This design comes from an exercise in tuning for small area, a short achievable clock period and few clock cycles on the open sky130 flow, not from production work.
The RTL was checked by simulation tests, not by an equivalence proof against the original design.
No activity file was given, so power comes from the tool's default toggle rates.

// cpu
module cpu (
	input  logic i_clk,
	input  logic i_reset,
	input  logic i_load_addr,
	input  logic i_load_data,
	input  logic i_execute,
	input  cpu_pkg::byte_t i_data_in,
	output cpu_pkg::byte_t o_data_out,
	output logic o_waiting
);
For scale: about 5,700 cells after synthesis, roughly 22 I/O pins.
==> flow/config.mk <==
export PLATFORM = sky130hd
export DESIGN_NAME = cpu
export DESIGN_NICKNAME = cpu
export VERILOG_FILES = /design/flow/design.v
export SDC_FILE = /design/flow/constraint.sdc
export NUM_CORES = 4
export LEC_CHECK = 0
export ABC_CLOCK_PERIOD_IN_PS = 3500
export CAP_MARGIN = 20
export CORE_MARGIN = 2
export CORE_UTILIZATION = 55
export SETUP_SLACK_MARGIN = 3.0
export SLEW_MARGIN = 20
==> flow/constraint.sdc <==
create_clock -name core_clock -period 6.5 [get_ports {i_clk}]
set_input_delay 1.3000 -clock core_clock [delete_from_list [all_inputs] [get_ports {i_clk}]]
set_output_delay 1.3000 -clock core_clock [all_outputs]
set_load 0.01 [all_outputs]
run.sh (not shown) runs the stock make flow with config.mk's settings and CLKGATE_MAP_FILE= SYNTH_SCRIPT=/design/flow/synth_recipe.tcl, a recipe that flattens the netlist after the stock synthesis.
Testbench counts at the start, summed over its fixed seeds: cycles 11,872.
Next try:
--- a/flow/config.mk
+++ b/flow/config.mk
@@ -7,3 +7,2 @@
 export LEC_CHECK = 0
-export ABC_CLOCK_PERIOD_IN_PS = 3500
 export CAP_MARGIN = 20
@@ -11,3 +10,3 @@
 export CORE_UTILIZATION = 55
-export SETUP_SLACK_MARGIN = 3.0
+export SETUP_SLACK_MARGIN = 2.0
 export SLEW_MARGIN = 20
What happened:
- The changed run finished with timing, DRC and antenna clean
- cell area decreases by 4.1%
- area after synthesis stays the same
- final cell count shrinks by 2.1%
- routed wire length fell by 1.9%
- critical path depth went up by 2
- setup slack degrades by 0.097 ns

---

cpu, a different RTL version from the one above (not shown whole).
Size in the first run: ~5500 cells after synthesis, about 2200 flip-flops.
// cpu
module cpu (
	input  logic i_clk,
	input  logic i_reset,
	input  logic i_load_addr,
	input  logic i_load_data,
	input  logic i_execute,
	input  cpu_pkg::byte_t i_data_in,
	output cpu_pkg::byte_t o_data_out,
	output logic o_waiting
);
clock: 6.5 ns
lec_check: 0
cap_margin: 20
core_margin: 2
core_utilization: 55
cts_buf_list: sky130_fd_sc_hd__clkbuf_8
cts_cluster_diameter: 50
cts_cluster_size: 16
setup_slack_margin: 2.6
slew_margin: 20
tns_end_percent: 10
The baseline produced a clean layout.
Testbench counts at the start, summed over its fixed seeds: cycles 11,872.
Then changed:
Settings changed: CAP_MARGIN 20 to 10, SLEW_MARGIN 20 to 10.
Critical path depth increases by 2. Cell count barely changes. Core utilization decreases by 0.53 points. Hold slack is about the same. Total power decreases by 1.6%. Global-route usage hardly moves. Die area does not change. Register-to-register slack degrades by 0.04 ns.

---

## the previous run
Starting RTL as in the previous note.
==> flow/design.v (excerpt) <==
module cpu (
	input  logic i_clk,
	input  logic i_reset,
	input  logic i_load_addr,
	input  logic i_load_data,
	input  logic i_execute,
	input  cpu_pkg::byte_t i_data_in,
	output cpu_pkg::byte_t o_data_out,
	output logic o_waiting
);
	logic run;
	logic waiting;
	cpu_pkg::byte_t regs [8];
	cpu_pkg::byte_t rax;
	cpu_pkg::byte_t rfl;
	cpu_pkg::byte_t pa;
	logic [5:0] prow0, prow1, prow2, prow3;
	logic [1:0] plo;
	logic e_math, e_ldfm, e_ldfi, e_cpfr, e_stom;
	cpu_pkg::byte_t e_x, e_y, e_r2, e_r3;
	logic la_q;
	cpu_pkg::byte_t din_q;
	cpu_pkg::byte_t haddr;
	cpu_pkg::byte_t dout;
	cpu_pkg::byte_t b0, b1, b2;
	cpu_pkg::byte_t waddr;
	cpu_pkg::byte_t wdata;
	logic write;
	assign o_data_out = dout;
	assign o_waiting = waiting;
	ram u_ram (
		.i_clk(i_clk),
		.i_row0(prow0),
		.i_row1(prow1),
		.i_row2(prow2),
		.i_row3(prow3),
		.i_lo(plo),
		.i_waddr(waddr),
		.i_wdata(wdata),
		.i_write(write),
		.o_b0(b0),
		.o_b1(b1),
		.o_b2(b2)
	);
	function automatic [25:0] rows_of(input [7:0] a);
		logic [5:0] hi, hi1;
		hi = a[7:2];
		hi1 = a[7:2] + 6'd1;
		rows_of = {hi, (a[1:0] == 2'd3) ? hi1 : hi, a[1] ? hi1 : hi,
			(a[1:0] != 2'd0) ? hi1 : hi, a[1:0]};
	endfunction
	cpu_pkg::byte_t op, x, y;
	assign op = b0;
	assign x = b1;
	assign y = b2;
	logic is_noop, is_jump, is_math, is_ldfm, is_ldfi, is_cpfr, is_stom;
	logic is_jinz, is_jieq, is_jilt, is_jigt, is_halt;
	assign is_noop = (op == 8'h01);
	assign is_jump = (op == 8'h03);
	assign is_math = (op == 8'h04);
	assign is_ldfm = (op == 8'h05);
	assign is_ldfi = (op == 8'h06);
	assign is_cpfr = (op == 8'h08);
	assign is_stom = (op == 8'h09);
	assign is_jinz = (op == 8'h0a);
	assign is_jieq = (op == 8'h0b);
	assign is_jilt = (op == 8'h0c);
	assign is_jigt = (op == 8'h0d);
	assign is_halt = !(is_noop || is_jump || is_math || is_ldfm || is_ldfi ||
		is_cpfr || is_stom || is_jinz || is_jieq || is_jilt || is_jigt);
	cpu_pkg::byte_t pa1, pa2, pa3;
	assign pa1 = pa + 8'd1;
	assign pa2 = pa + 8'd2;
	assign pa3 = pa + 8'd3;
	logic [8:0] sum, diff;
	cpu_pkg::byte_t r0;
	assign r0 = regs[0];
	assign sum = {1'b0, rax} + {1'b0, r0};
	assign diff = {1'b0, rax} - {1'b0, r0};
	logic known;
	cpu_pkg::byte_t alu_res;
  ...
Settings: LEC_CHECK=0, CAP_MARGIN=20, CORE_MARGIN=2, CORE_UTILIZATION=55, CTS_BUF_LIST=sky130_fd_sc_hd__clkbuf_8, CTS_CLUSTER_DIAMETER=50, CTS_CLUSTER_SIZE=16, SETUP_SLACK_MARGIN=2.2, SLEW_MARGIN=20; clock period 6.5 ns.
Testbench counts of the previous run, summed over its fixed seeds: cycles 11,872.
The inputs of the current run differ from those of the previous run as listed below.
- a change of SETUP_SLACK_MARGIN from 2.2 to 2.6
Notes after the runs:
Comparing the previous run and the current run, met2 layer usage reported by global route is lower on the previous run. Non-filler instance count after layout: lower on the previous run. Leakage power figure | the current run above the previous run. Compared with the previous run, the current run degrades routed wire length. The current run vs the previous run: number of cells on the worst reg-to-reg path up. Of the previous run and the current run, the current run shows the higher overall routing resource usage, with the previous run below it. For the previous run, the slowest library cell on the worst path was sky130_fd_sc_hd__nor2_1, unlike the current run, where it was sky130_fd_sc_hd__mux4_2. Sort the previous run and the current run by clock network power share asc -> top: the current run. Final standard cell area without fillers grows slightly when moving from the previous run to the current run.

[re-timing with driven ports]
The flow's constraints put no driver on any port. The routed layouts listed below were extracted and timed again, unchanged, in two steps. Step 1: set_driving_cell puts a clkbuf_16 on i_clk and a buf_2 on each other input, an assumption about the parent block. Step 2 times the ports against the registers' clock, not the clock port: input delays grow and output delays shrink by t, the midpoint of the rising clock arrivals with the driver on. a / b / c = no drivers / after step 1 / after step 2; a / b = the first two.
run | shift t [ns] | setup slack, ns | worst setup path at the end
the first run of note 1 | 0.945 | 2.067 / 2.067 / 2.067 | register to register
the second run of note 1 | 0.955 | 1.970 / 1.970 / 1.970 | register to register
the first run of note 2 | 1.078 | 2.203 / 2.203 / 2.203 | register to register
the second run of note 2 | 1.071 | 2.163 / 2.163 / 2.163 | register to register
the previous run | 1.071 | 1.965 / 1.965 / 1.965 | register to register
the current run | 1.083 | 2.205 / 2.205 / 2.205 | register to register
After both steps setup and hold are still met in every run listed.
